Source: an optimization exercise on an open RTL-to-GDS flow (aim: a short achievable clock period and few clock cycles per item). Production flows keep margins and buffers that such runs may drop. No run shown here included a check of the RTL's function; only the layout flow was run. No activity file was given, so power comes from the tool's default toggle rates.

==> run.sh <==
#!/bin/bash
# synth_recipe.tcl (not shown) runs the flow's synth.tcl, then flattens the netlist and writes it again
# the make line also repeats each setting of config.mk as NAME=value (left out here)
make -C /OpenROAD-flow-scripts/flow DESIGN_CONFIG=/design/flow/config.mk WORK_HOME=/design/flow/orfs CLKGATE_MAP_FILE= SYNTH_SCRIPT=/design/flow/synth_recipe.tcl finish
==> design.v <==
package lrupr_pkg;
  localparam int FRAMES    = 8;
  localparam int PAGE_BITS = 16;
endpackage
module lru_page_replacement_unit (
  input  logic        clk,
  input  logic        rst_n,
  input  logic        cfg_valid,
  output logic        cfg_ready,
  input  logic [3:0]  cfg_data,
  input  logic        in_tvalid,
  output logic        in_tready,
  input  logic [15:0] in_tdata,    
  input  logic        in_tuser,    
  output logic        out_tvalid,
  input  logic        out_tready,
  output logic [55:0] out_tdata    
);
  localparam int F    = 8;
  localparam int EW   = 22;         
  localparam int FD   = 4;          
  localparam int CAP  = FD + 1;     
  logic [F-1:0] act_r;
  assign cfg_ready = 1'b1;
  always_ff @(posedge clk) begin
    if (!rst_n) begin
      act_r <= '1;
    end else if (cfg_valid) begin
      for (int k = 0; k < F; k++) begin
        act_r[k] <= (k == 0) || (cfg_data > 4'(k));
      end
    end
  end
  logic [15:0]  page_r [F];
  logic [F-1:0] valid_r;
  logic [2:0]   rank_r [F];
  logic [F-1:0] wsel_r;
  logic [15:0]  wpg_r;
  logic [15:0]  pg_eff [F];
  always_comb begin
    for (int k = 0; k < F; k++) begin
      pg_eff[k] = wsel_r[k] ? wpg_r : page_r[k];
    end
  end
  logic        in_tready_r;
  logic        in_x;
  logic        p0_v;
  logic        p0_nr;
  logic [15:0] p0_pg;
  assign in_tready = in_tready_r;
  assign in_x      = in_tvalid && in_tready_r;
  always_ff @(posedge clk) begin
    p0_pg <= in_tdata;
    p0_nr <= in_tuser;
    if (!rst_n) p0_v <= 1'b0;
    else        p0_v <= in_x;
  end
  logic         p1_v;
  logic         p1_nr;
  logic [15:0]  p1_pg;
  logic [F-1:0] m_r;       
  logic [F-1:0] pre;       
  logic         eq;        
  logic [F-1:0] seln;      
  logic [F-1:0] vnx;       
  always_comb begin
    for (int k = 0; k < F; k++) begin
      pre[k] = (pg_eff[k] == p0_pg);
    end
    eq = (p1_pg == p0_pg);
  end
  always_ff @(posedge clk) begin
    p1_nr <= p0_nr;
    p1_pg <= p0_pg;
    for (int k = 0; k < F; k++) begin
      m_r[k] <= act_r[k] && (seln[k] && p1_v ? eq : (vnx[k] && pre[k]));
    end
    if (!rst_n) p1_v <= 1'b0;
    else        p1_v <= p0_v;
  end
  logic [F-1:0] hsel, e, esel, vsel, sel, inc_h, inc_v, inc;
  logic         hit, empty;
  logic [F-1:0] lt [F];    
  logic [2:0]   rank_p1 [F];
  always_comb begin
    for (int k = 0; k < F; k++) begin
      for (int j = 0; j < F; j++) begin
        lt[k][j] = (rank_r[k] < rank_r[j]);
      end
      rank_p1[k] = rank_r[k] + 3'd1;
    end
    for (int k = 0; k < F; k++) begin
      e[k] = act_r[k] && !valid_r[k];
    end
    hit   = |m_r;
    empty = |e;
    for (int k = 0; k < F; k++) begin
      hsel[k] = m_r[k];
      esel[k] = e[k];
      for (int j = 0; j < k; j++) begin
        if (m_r[j]) hsel[k] = 1'b0;
        if (e[j])   esel[k] = 1'b0;
      end
    end
    for (int k = 0; k < F; k++) begin
      vsel[k] = act_r[k];
      for (int j = 0; j < F; j++) begin
        if (j < k && act_r[j] && !lt[j][k]) vsel[k] = 1'b0;
        if (j > k && act_r[j] && lt[k][j])  vsel[k] = 1'b0;
      end
    end
    for (int k = 0; k < F; k++) begin
      inc_h[k] = 1'b0;
      inc_v[k] = 1'b0;
      for (int j = 0; j < F; j++) begin
        if (hsel[j] && lt[k][j]) inc_h[k] = 1'b1;
        if (vsel[j] && lt[k][j]) inc_v[k] = 1'b1;
      end
    end
    sel = hit ? hsel : (empty ? esel : vsel);
    for (int k = 0; k < F; k++) begin
      inc[k] = valid_r[k] && (hit ? inc_h[k] : (empty || inc_v[k]));
    end
    seln = p1_nr ? F'(1) : sel;
    if (!p1_v)      vnx = valid_r;
    else if (p1_nr) vnx = F'(1);
    else            vnx = valid_r | sel;
  end
  always_ff @(posedge clk) begin
    if (!rst_n) begin
      valid_r <= '0;
      for (int k = 0; k < F; k++) rank_r[k] <= '0;
    end else begin
      valid_r <= vnx;
      if (p1_v) begin
        for (int k = 0; k < F; k++) begin
          if (p1_nr || sel[k]) rank_r[k] <= '0;
          else if (inc[k])     rank_r[k] <= rank_p1[k];
        end
      end
    end
  end
  always_ff @(posedge clk) begin
    wpg_r <= p1_pg;
    if (!rst_n) wsel_r <= '0;
    else        wsel_r <= p1_v ? seln : '0;
    for (int k = 0; k < F; k++) begin
      if (wsel_r[k]) page_r[k] <= wpg_r;
    end
  end
  logic         p2_v;
  logic         p2_nr;
  logic         p2_hit;
  logic         p2_ev;
  logic [F-1:0] p2_slot;
  logic [15:0]  p2_evpg;
  logic [15:0]  evpg;
  logic [2:0]   slot_enc;
  logic [EW-1:0] p2_d;
  always_comb begin
    evpg = '0;
    for (int k = 0; k < F; k++) begin
      if (vsel[k]) evpg = evpg | pg_eff[k];
    end
  end
  always_ff @(posedge clk) begin
    p2_nr   <= p1_nr;
    p2_hit  <= hit && !p1_nr;
    p2_ev   <= !hit && !empty && !p1_nr;
    p2_slot <= seln;
    p2_evpg <= evpg;
    if (!rst_n) p2_v <= 1'b0;
    else        p2_v <= p1_v;
  end
  always_comb begin
    slot_enc = '0;
    for (int k = 0; k < F; k++) begin
      if (p2_slot[k]) slot_enc = slot_enc | 3'(k);
    end
    p2_d = {p2_nr, (p2_ev ? p2_evpg : 16'd0), p2_ev, slot_enc, p2_hit};
  end
  logic [EW-1:0] fifo [FD];
  logic [1:0]    f_rd, f_wr;
  logic [2:0]    f_cnt;
  logic          out_v;
  logic [20:0]   out_d;
  logic [31:0]   out_fault;
  logic [31:0]   fault_nx;
  logic [EW-1:0] head;
  logic          load, f_empty, push, pop, out_x, head_v;
  logic [2:0]    cnt;
  assign f_empty = (f_cnt == 3'd0);
  assign load    = !out_v || out_tready;
  assign head    = f_empty ? p2_d : fifo[f_rd];
  assign head_v  = !f_empty || p2_v;
  assign pop     = load && !f_empty;
  assign push    = p2_v && !(load && f_empty);
  assign out_x   = out_v && out_tready;
  always_comb begin
    if (head[EW-1])                     fault_nx = 32'd1;
    else if (!head[0] && !(&out_fault)) fault_nx = out_fault + 32'd1;
    else                                fault_nx = out_fault;
  end
  always_ff @(posedge clk) begin
    if (load) begin
      out_d <= head[20:0];
    end
    if (push) begin
      fifo[f_wr] <= p2_d;
    end
    if (!rst_n) begin
      out_v       <= 1'b0;
      out_fault   <= '0;
      f_rd        <= '0;
      f_wr        <= '0;
      f_cnt       <= '0;
      cnt         <= '0;
      in_tready_r <= 1'b1;
    end else begin
      if (load) out_v <= head_v;
      if (load && head_v) out_fault <= fault_nx;
      if (pop)  f_rd  <= f_rd + 2'd1;
      if (push) f_wr  <= f_wr + 2'd1;
      f_cnt <= f_cnt + 3'(push) - 3'(pop);
      unique case ({in_x, out_x})
        2'b10:   begin cnt <= cnt + 3'd1; in_tready_r <= (cnt + 3'd1 < 3'(CAP)); end
        2'b01:   begin cnt <= cnt - 3'd1; in_tready_r <= 1'b1; end
        default: begin in_tready_r <= (cnt < 3'(CAP)); end
      endcase
    end
  end
  assign out_tvalid = out_v;
  assign out_tdata  = {3'b000, out_fault, out_d};
endmodule
==> constraint.sdc <==
create_clock -name core_clock -period 5.0 [get_ports {clk}]
set_input_delay 1.0000 -clock core_clock [delete_from_list [all_inputs] [get_ports {clk}]]
set_output_delay 1.0000 -clock core_clock [all_outputs]
set_load 0.01 [all_outputs]
==> config.mk <==
export PLATFORM = sky130hd
export DESIGN_NAME = lru_page_replacement_unit
export DESIGN_NICKNAME = lru_page_replacement_unit
export VERILOG_FILES = /design/flow/design.v
export SDC_FILE = /design/flow/constraint.sdc
export NUM_CORES = 4
export LEC_CHECK = 0
export ABC_CLOCK_PERIOD_IN_PS = 2000
export CAP_MARGIN = 20
export CORE_MARGIN = 2
export CORE_UTILIZATION = 40
export SETUP_SLACK_MARGIN = 3.0
export SLEW_MARGIN = 20
==> impl_metrics.toml, run 1 <==
[route]
detail_route.wl_per_cell_um = 24.1
drtIter0Drc = 1378
firstDrtPassIters = 5
drtAntennaViolNets = 0
drcViolationCount = 0
drt-total-wl_mm = 72.5
vias_per_cell = 5.75
vias = 17300

[synth]
synthFlopType = "dfxtp_1"
synth.distinct_cells = 90
postSynthAreaPerCell_sq_um = 10.3
synth_area_sq_um = 20600
ys_warn_count = 6
synth_top_area_share_pct = 29.9
ys_top_cells_by_area = "dfxtp_1 (30%), edfxtp_1 (16%), ha_1 (6.3%)"
async_flop_share_pct = 0
synthCells = 2009
post-synth-top-area-cell = "dfxtp_1"
seq_area_frac_synth_pct = 45.8
synth-edff-count = 109
synth-seq-cells = 417

[placement]
post-dp-hpwl_mm = 48.6
place_congestion = 1.01
portBuffers = 80
place_area_sq_um = 23300

[global_routing]
grt_pass1_wl_mm = 108
grt_max_degree = 32
grt_pass1_vias = 17100
track_usage_pct = 26.7
antenna_found_initial = 2
overflow = 0

[floorplanning]
dieArea_sq_um = 53400
core_area_sq_um = 51100
io_pins = 85
initial_core_util_pct = 40.3
fp.dieH_um = 231
rows = 83
die_x_um = 231

[power_and_ir_drop]
p_leak_uw = 0.0111
seqPwrFrac_pct = 42.4
powerDensity_nw_per_um2 = 326
combPwrFrac_pct = 18.2
p_sw_share_pct = 26.9
vdd_drop_max_mv = 0.281
switchingPower_uw = 2480
intPower_uw = 6740
power.share.clock_pct = 39.4

[worst_setup_path]
crit_top_cell = "o31a_1"
cp.arrival_ns = 3.43
cp_top_family = "compound AO/OA/AOI/OAI gates"
worstSetupPathType = "reg2reg"
worstPathRequired_ns = 5.48
startpoint_type = "register"
path_max_fanout = 6
cpPeakStageDelay_ns = 0.41
path_cells = "clkinv_8 -> ha_4 -> nor2b_4 -> or4_4 -> o2111a_1 -> nand4_1 -> buf_6 -> nor3_2 -> a221o_1 -> o31a_1 -> and4_1 -> o31a_1"
cp_slowest_cell = "or4_4"
critPathBufInv = 2
r2r_cells = 12
end_kind = "register"
cp.depth = 12

[cells_and_area]
area_growth_pct = 37.2
nets = 2417
n_fill_cell = 4327
antennaDiodeCount = 0
multi_input_area_sq_um = 12600
drive_gt1_share_pct = 37.7
regArea_sq_um = 9660
final_area_sq_um = 28300

[run_status]
status = "no timing/DRC/antenna violations"

[clocking]
numCtsBuffers = 44
h-tree-depth = 2
cts.sinks = 417
cts_root_buf = "clkbuf_16"
insertion_delay_ns = 0.60
cts_tree = "yes"
clkSlewWorstSetupHoldPaths_ns = 0.07
cts.path.max_buffers = 3
ctsHoldBuffers = 0

[timing]
timing.final.crit_share_pct = 59.1
layout_min_cycle_time_ns = 2.95
setup_viol = 0
rsz0062_at_grt = "yes"
slew_violations = 0
worst_slew_pin_slew_ns = 1.04
tns_ns = 0
maxSlewHeadroom_pct = 30.0
finalClockSkew_ns = 0.0232
hold_viol_final = 0
fmax_ghz = 0.339

[worst_hold_path]
min_delay_path_depth = 0
hp-class = "reg2reg"

[run]
drv_cap = 0
==> cells in the final DEF, fill, tap and decap left out, types with 38 or more instances in the layout <==
cell type,instances
nand2_1,142
dfxtp_4,51
ha_1,54
nor2_1,81
inv_1,96
ha_4,48
clkbuf_16,44
buf_4,160
nand4_1,42
xor2_1,82
a21oi_1,38
buf_6,85
xnor2_1,86
mux2i_1,64
mux2_2,66
dfxtp_1,230
edfxtp_1,109
nand3_1,52
==> power by group through the flow <==
stage	clock, uW	sequential (uW)	combinational [uW]
CTS	3690	3910	1610
global placement	0	3970	1360
detailed placement	0	3980	1380
finish	3630	3910	1680
floorplan	0	3950	899
global route	3820	3940	1800
==> stage by stage <==
stage	hold WS (ns)	power, uW	setup WS (ns)	instances	utilization (%)
4_1_cts	0.336	9210	2.11	2978	54.3
3_5_place_dp	0.321	5360	1.09	2705	45.6
5_1_grt	0.356	9560	1.97	3003	55.4
2_1_floorplan	0.310	4850	2.21	2011	-
6_report	0.329	9210	2.05	3003	55.4
3_3_place_gp	0.320	5330	1.29	2705	45.6
==> cells by family after synthesis <==
kind of cell	share of synthesized area, %
adders and majority gates	6.35
xor gates and xnor gates	7.31
DFF	45.8
and+or+nand+nor	15.6
muxes	9.43
other	0.0364
buffers and inverters	4.02
AOI/OAI and AO/OA	11.5
==> flip-flops by register name (all words and copies together), names as in the netlist, 16 cells and up, named ones only <==
| signal | flops |
|---|---|
| out_fault | 32 |
| page_r | 128 |
| p0_pg | 16 |
| p1_pg | 16 |
| fifo | 88 |
| wpg_r | 16 |
| rank_r | 24 |
| out_d | 21 |
| p2_evpg | 16 |
==> path summary, 6_finish.rpt <==
kind         slack [ns]          from            to
min                0.33         p0_nr         p1_nr
max                2.05  rank_r[1][1]  rank_r[4][2]
max reg2reg        2.05  rank_r[1][1]  rank_r[4][2]
min reg2reg        0.33         p0_nr         p1_nr
==> metal layers <==
metal	wire length, um	vias up	GRT usage, %
met5	0	-	0
met1	31800	8497	36.7
li1	-	7879	-
met2	32900	713	43.0
met4	2890	0	9.74
met3	4950	192	3.79
==> layout make-up <==
cell class	instances	area share (%)
multi-input cells	1389	44.7
flip-flops and latches	417	34.2
repair buffers	316	10.6
clock buffers	53	4.12
well taps	680	3.01
inverters	118	1.88
clock inverters	29	1.56
repair inverters	1	0.0310
==> cell usage after synthesis, types with 6 or more instances <==
cell type / instances
nand2_1: 159
a211oi_1: 10
clkbuf_1: 56
a211o_1: 17
mux4_2: 22
a21o_1: 14
nand4_1: 42
a22oi_1: 12
dfxtp_1: 308
buf_1: 15
xor2_1: 83
inv_1: 117
nor2b_1: 18
nand2b_1: 19
nor3_1: 18
mux2_2: 69
a221oi_1: 7
o221ai_1: 18
ha_1: 103
o22ai_1: 22
a21oi_1: 76
xnor2_1: 89
mux2i_1: 67
nand3b_1: 26
nor3b_1: 6
nand3_1: 67
a31oi_1: 14
buf_2: 14
a221o_1: 20
edfxtp_1: 109
o211ai_1: 6
and2_1: 34
and3_1: 39
and4_1: 9
nor4_1: 20
or3_1: 17
o21ai_0: 49
a32oi_1: 6
nor2_1: 107
==> timing repair <==
item,CTS,global route
gates cloned,8,0
setup buffers,183,25
setup endpoints to repair,255,162
gates resized for setup,605,85
pin swaps,97,62
==> run 2: changes to the inputs <==
--- a/design.v
+++ b/design.v
@@ -80,13 +80,6 @@
   end
-  logic [F-1:0] hsel, e, esel, vsel, sel, inc_h, inc_v, inc;
+  logic [F-1:0] hsel, e, esel, vsel, sel, before_m;
   logic         hit, empty;
-  logic [F-1:0] lt [F];    
-  logic [2:0]   rank_p1 [F];
-  always_comb begin
-    for (int k = 0; k < F; k++) begin
-      for (int j = 0; j < F; j++) begin
-        lt[k][j] = (rank_r[k] < rank_r[j]);
-      end
-      rank_p1[k] = rank_r[k] + 3'd1;
-    end
+  logic [F-1:0] newer_r [F];
+  always_comb begin
     for (int k = 0; k < F; k++) begin
@@ -97,8 +90,9 @@
     for (int k = 0; k < F; k++) begin
-      hsel[k] = m_r[k];
-      esel[k] = e[k];
+      before_m[k] = 1'b0;
+      esel[k]     = e[k];
       for (int j = 0; j < k; j++) begin
-        if (m_r[j]) hsel[k] = 1'b0;
-        if (e[j])   esel[k] = 1'b0;
-      end
+        if (m_r[j]) before_m[k] = 1'b1;
+        if (e[j])   esel[k]     = 1'b0;
+      end
+      hsel[k] = m_r[k] && !before_m[k];
     end
@@ -107,17 +101,7 @@
       for (int j = 0; j < F; j++) begin
-        if (j < k && act_r[j] && !lt[j][k]) vsel[k] = 1'b0;
-        if (j > k && act_r[j] && lt[k][j])  vsel[k] = 1'b0;
-      end
-    end
-    for (int k = 0; k < F; k++) begin
-      inc_h[k] = 1'b0;
-      inc_v[k] = 1'b0;
-      for (int j = 0; j < F; j++) begin
-        if (hsel[j] && lt[k][j]) inc_h[k] = 1'b1;
-        if (vsel[j] && lt[k][j]) inc_v[k] = 1'b1;
-      end
-    end
-    sel = hit ? hsel : (empty ? esel : vsel);
-    for (int k = 0; k < F; k++) begin
-      inc[k] = valid_r[k] && (hit ? inc_h[k] : (empty || inc_v[k]));
+        if (j != k && act_r[j] && !newer_r[j][k]) vsel[k] = 1'b0;
+      end
+    end
+    for (int k = 0; k < F; k++) begin
+      sel[k] = hsel[k] || (!hit && (empty ? esel[k] : vsel[k]));
     end
@@ -129,11 +113,8 @@
   always_ff @(posedge clk) begin
-    if (!rst_n) begin
-      valid_r <= '0;
-      for (int k = 0; k < F; k++) rank_r[k] <= '0;
-    end else begin
-      valid_r <= vnx;
-      if (p1_v) begin
-        for (int k = 0; k < F; k++) begin
-          if (p1_nr || sel[k]) rank_r[k] <= '0;
-          else if (inc[k])     rank_r[k] <= rank_p1[k];
+    if (!rst_n) valid_r <= '0;
+    else        valid_r <= vnx;
+    if (p1_v) begin
+      for (int k = 0; k < F; k++) begin
+        for (int j = 0; j < F; j++) begin
+          if (j != k) newer_r[k][j] <= seln[k] || (!seln[j] && newer_r[k][j]);
         end
--- a/config.mk
+++ b/config.mk
@@ -7,3 +7,3 @@
 export LEC_CHECK = 0
-export ABC_CLOCK_PERIOD_IN_PS = 2000
+export ABC_CLOCK_PERIOD_IN_PS = 1500
 export CAP_MARGIN = 20
@@ -11,3 +11,3 @@
 export CORE_UTILIZATION = 40
-export SETUP_SLACK_MARGIN = 3.0
+export SETUP_SLACK_MARGIN = 3.3
 export SLEW_MARGIN = 20
==> impl_metrics.toml, run 2 <==
[floorplanning]
fp.dieH_um = 222
die_x_um = 222
dieArea_sq_um = 49100
rows = 79
initial_core_util_pct = 40.6
io_pins = 85
core_area_sq_um = 46700

[timing]
maxSlewHeadroom_pct = 51.9
rsz0062_at_grt = "yes"
tns_ns = 0
finalClockSkew_ns = 0.0150
fmax_ghz = 0.434
setup_viol = 0
timing.final.crit_share_pct = 46.1
slew_violations = 0
hold_viol_final = 0
layout_min_cycle_time_ns = 2.30
worst_slew_pin_slew_ns = 0.721

[clocking]
cts.sinks = 449
cts.path.max_buffers = 3
cts_tree = "yes"
h-tree-depth = 2
ctsHoldBuffers = 0
cts_root_buf = "clkbuf_16"
insertion_delay_ns = 0.59
clkSlewWorstSetupHoldPaths_ns = 0.06
numCtsBuffers = 49

[worst_setup_path]
end_kind = "register"
worstPathRequired_ns = 5.51
worstSetupPathType = "reg2reg"
cp.arrival_ns = 2.81
path_max_fanout = 6
path_cells = "buf_12 -> mux4_2 -> nor3_4 -> a31o_4 -> a21oi_4 -> buf_6 -> or4_4 -> a21oi_2"
cp_top_family = "simple AND/OR/NAND/NOR gates"
r2r_cells = 8
cpPeakStageDelay_ns = 0.53
reg2reg_to = "out_fault[22]"
critPathBufInv = 2
startpoint_type = "register"
ff2ff_setup_slack_ns = 2.70
cp_slowest_cell = "mux4_2"

[cells_and_area]
final_cell_mix = "dfxtp_1 (211), edfxtp_1 (165), buf_4 (152)"
final_common_cell = "dfxtp_1"
area_growth_pct = 47.0
antennaDiodeCount = 0
drive_gt1_share_pct = 44.1
finish.utilization_pct = 59.6
reg_top3 = "page_r: 128 flops, fifo: 88 flops, newer_r: 56 flops"
top_register = "page_r"
largest_reg_flops = 128
nets = 2071
n_fill_cell = 3517

[run_status]
status = "no timing/DRC/antenna violations"

[synth]
synth.distinct_cells = 70
post-synth-top-area-cell = "dfxtp_1"
synth_area_sq_um = 18900
ys_warn_count = 4
synthFlopType = "dfxtp_1"
postSynthAreaPerCell_sq_um = 11.2
synth-seq-cells = 449
ys_top_cells_by_area = "dfxtp_1 (30%), edfxtp_1 (26%), mux2i_1 (6.7%)"
synth.most_common_cell = "dfxtp_1"
synthTopCellsByCount = "dfxtp_1 (284), edfxtp_1 (165), inv_1 (164)"
synth_top_area_share_pct = 30.0
seq_area_frac_synth_pct = 56.2
async_flop_share_pct = 0
synthCells = 1694
synth-edff-count = 165

[power_and_ir_drop]
p_leak_uw = 0.0112
p_sw_share_pct = 27.4
seqPwrFrac_pct = 42.0
combPwrFrac_pct = 21.1
vdd_drop_max_mv = 0.282
powerDensity_nw_per_um2 = 367
power.share.clock_pct = 36.9
intPower_uw = 7410
switchingPower_uw = 2790

[worst_hold_path]
min_to = "p1_nr"
min-delay-start = "p0_nr"
min_delay_path_depth = 0
hp-class = "reg2reg"

[global_routing]
antenna_found_initial = 1
grt_pass1_wl_mm = 88.3
grt_max_degree = 45
overflow = 0
grt_pass1_vias = 14700
track_usage_pct = 23.4

[route]
vias_per_cell = 5.56
drcViolationCount = 0
detail_route.wl_per_cell_um = 22.7
drtAntennaViolNets = 0
drtIter0Drc = 1433
firstDrtPassIters = 22
drt-total-wl_mm = 60.8
vias = 14900

[placement]
post-dp-hpwl_mm = 32.2
place_congestion = 0.858
portBuffers = 80

[run]
drv_cap = 0
## run 2: cell types whose count changed in the layout (fill, tap and decap cells not counted), sizes merged, moves of 28 or more
cell	delta
inv	+45
buf	+49
nand3	-46
or4	+28
mux2i	+60
a21oi	-50
o22ai	+42
edfxtp	+56
and3	-35
xnor2	-38
ha	-92
nor2	-81
mux2	-59
## run 2: kinds of logic after synthesis
kind of cell | Yosys count | synth area share (%)
AO/OA/AOI/OAI | 229 | 8.02
multiplexers | 159 | 9.93
flip-flops | 449 | 56.2
AND/OR/NAND/NOR | 418 | 12.1
buffers and inverters | 269 | 5.63
XOR/XNOR | 156 | 7.22
other | 2 | 0.0397
adder cells (fa/ha/maj) | 12 | 0.833
## run 2: worst register-to-register path, delay by kind of cell, from the launching register on
family / cells / cell delay [ns]
AND/OR/NAND/NOR: 2 / 0.59
buffers and inverters: 2 / 0.24
AO/OA/AOI/OAI: 3 / 0.48
multiplexers: 1 / 0.54
flip-flops: 1 / 0.38
## run 2: repair_timing
item / in CTS / in global routing
buffers inserted: 192 / 67
pin swaps: 134 / 83
gates resized for setup: 686 / 279
endpoints found under the setup margin: 360 / 282
cloned: 28 / 2
## run 2: layout make-up
cell class | count | area (sq um) | area share, %
inverters | 166 | 687 | 2.47
multi-input cells | 997 | 9890 | 35.6
repair inverters | 3 | 26.3 | 0.0944
repair buffers | 367 | 3960 | 14.2
clock inverters | 20 | 210 | 0.756
clock buffers | 71 | 1470 | 5.29
well taps | 607 | 759 | 2.73
flip-flops and latches | 449 | 10800 | 38.9
## run 2: worst max path at each step
stage,startpoint,end,slack (ns),depth (start not counted)
after CTS,register,out_fault[23],2.70,8
after global routing,register,out_fault[23],2.65,8
after floorplan,out_tready,f_cnt[2],1.79,12
after detailed placement,out_tready,f_cnt[2],0.91,13
after global placement,out_tready,f_cnt[2],0.97,13
final,register,out_fault[22],2.70,8
## run 2: routing by layer
layer	track usage [%]	up-vias	part of all wire [%]	wire length [um]
met5	0	-	0	0
li1	-	6652	-	-
met1	29.4	7408	39	24000
met2	39.7	679	49	29700
met3	3.96	173	6.9	4200
met4	10.4	0	4.8	2900
## run 2: power by group through the flow
stage / clock [uW] / combinational, uW / sequential, uW
final: 3760 / 2150 / 4280
after CTS: 3800 / 1930 / 4270
after global placement: 0 / 1300 / 4340
after detailed placement: 0 / 1330 / 4350
after floorplan: 0 / 925 / 4280
after global routing: 3970 / 2290 / 4310
## run 2: per-stage QoR
step                      cells  cell area [sq um]  setup slack, ns  hold slack, ns  total power, uW
after detailed placement   2300              20500            0.907           0.316             5670
after global placement     2300              20500            0.971           0.317             5640
after global routing       2680              27800             2.65           0.332            10600
after floorplan            1696              19500             1.79           0.310             5200
after CTS                  2611              26000             2.70           0.329            10000
final                      2680              27800             2.70           0.326            10200

==> port drivers added, routing unchanged <==
The results above use ideal ports. As a check the final layouts listed here were re-extracted and re-timed, cells and wires unchanged. Step 1 assumes that a clkbuf_16 drives the clock port and a buf_2 every other input. Step 2 adds t to the input delays and takes it off the output delays; t is the mean of the earliest and latest rising clock arrival at the registers after step 1. Input paths then give back, and output paths get back, about the clock's delay inside the block. Three values: ideal, step 1, step 2; two values: the first two.
run	shift t [ns]	slack for setup (ns)	worst hold slack (ns)	cell pins on the clock port's net
run 1	0.644	2.046 / 2.046 / 1.878	0.329 / 0.329 / 0.329	1
run 2	0.642	2.697 / 2.697 / 2.070	0.326 / 0.326 / 0.326	1
After both steps setup and hold are still met in every run listed. For run 2, which loses most, drivers alone change the setup slack by 0.000 ns; drivers and shift together by -0.627 ns.
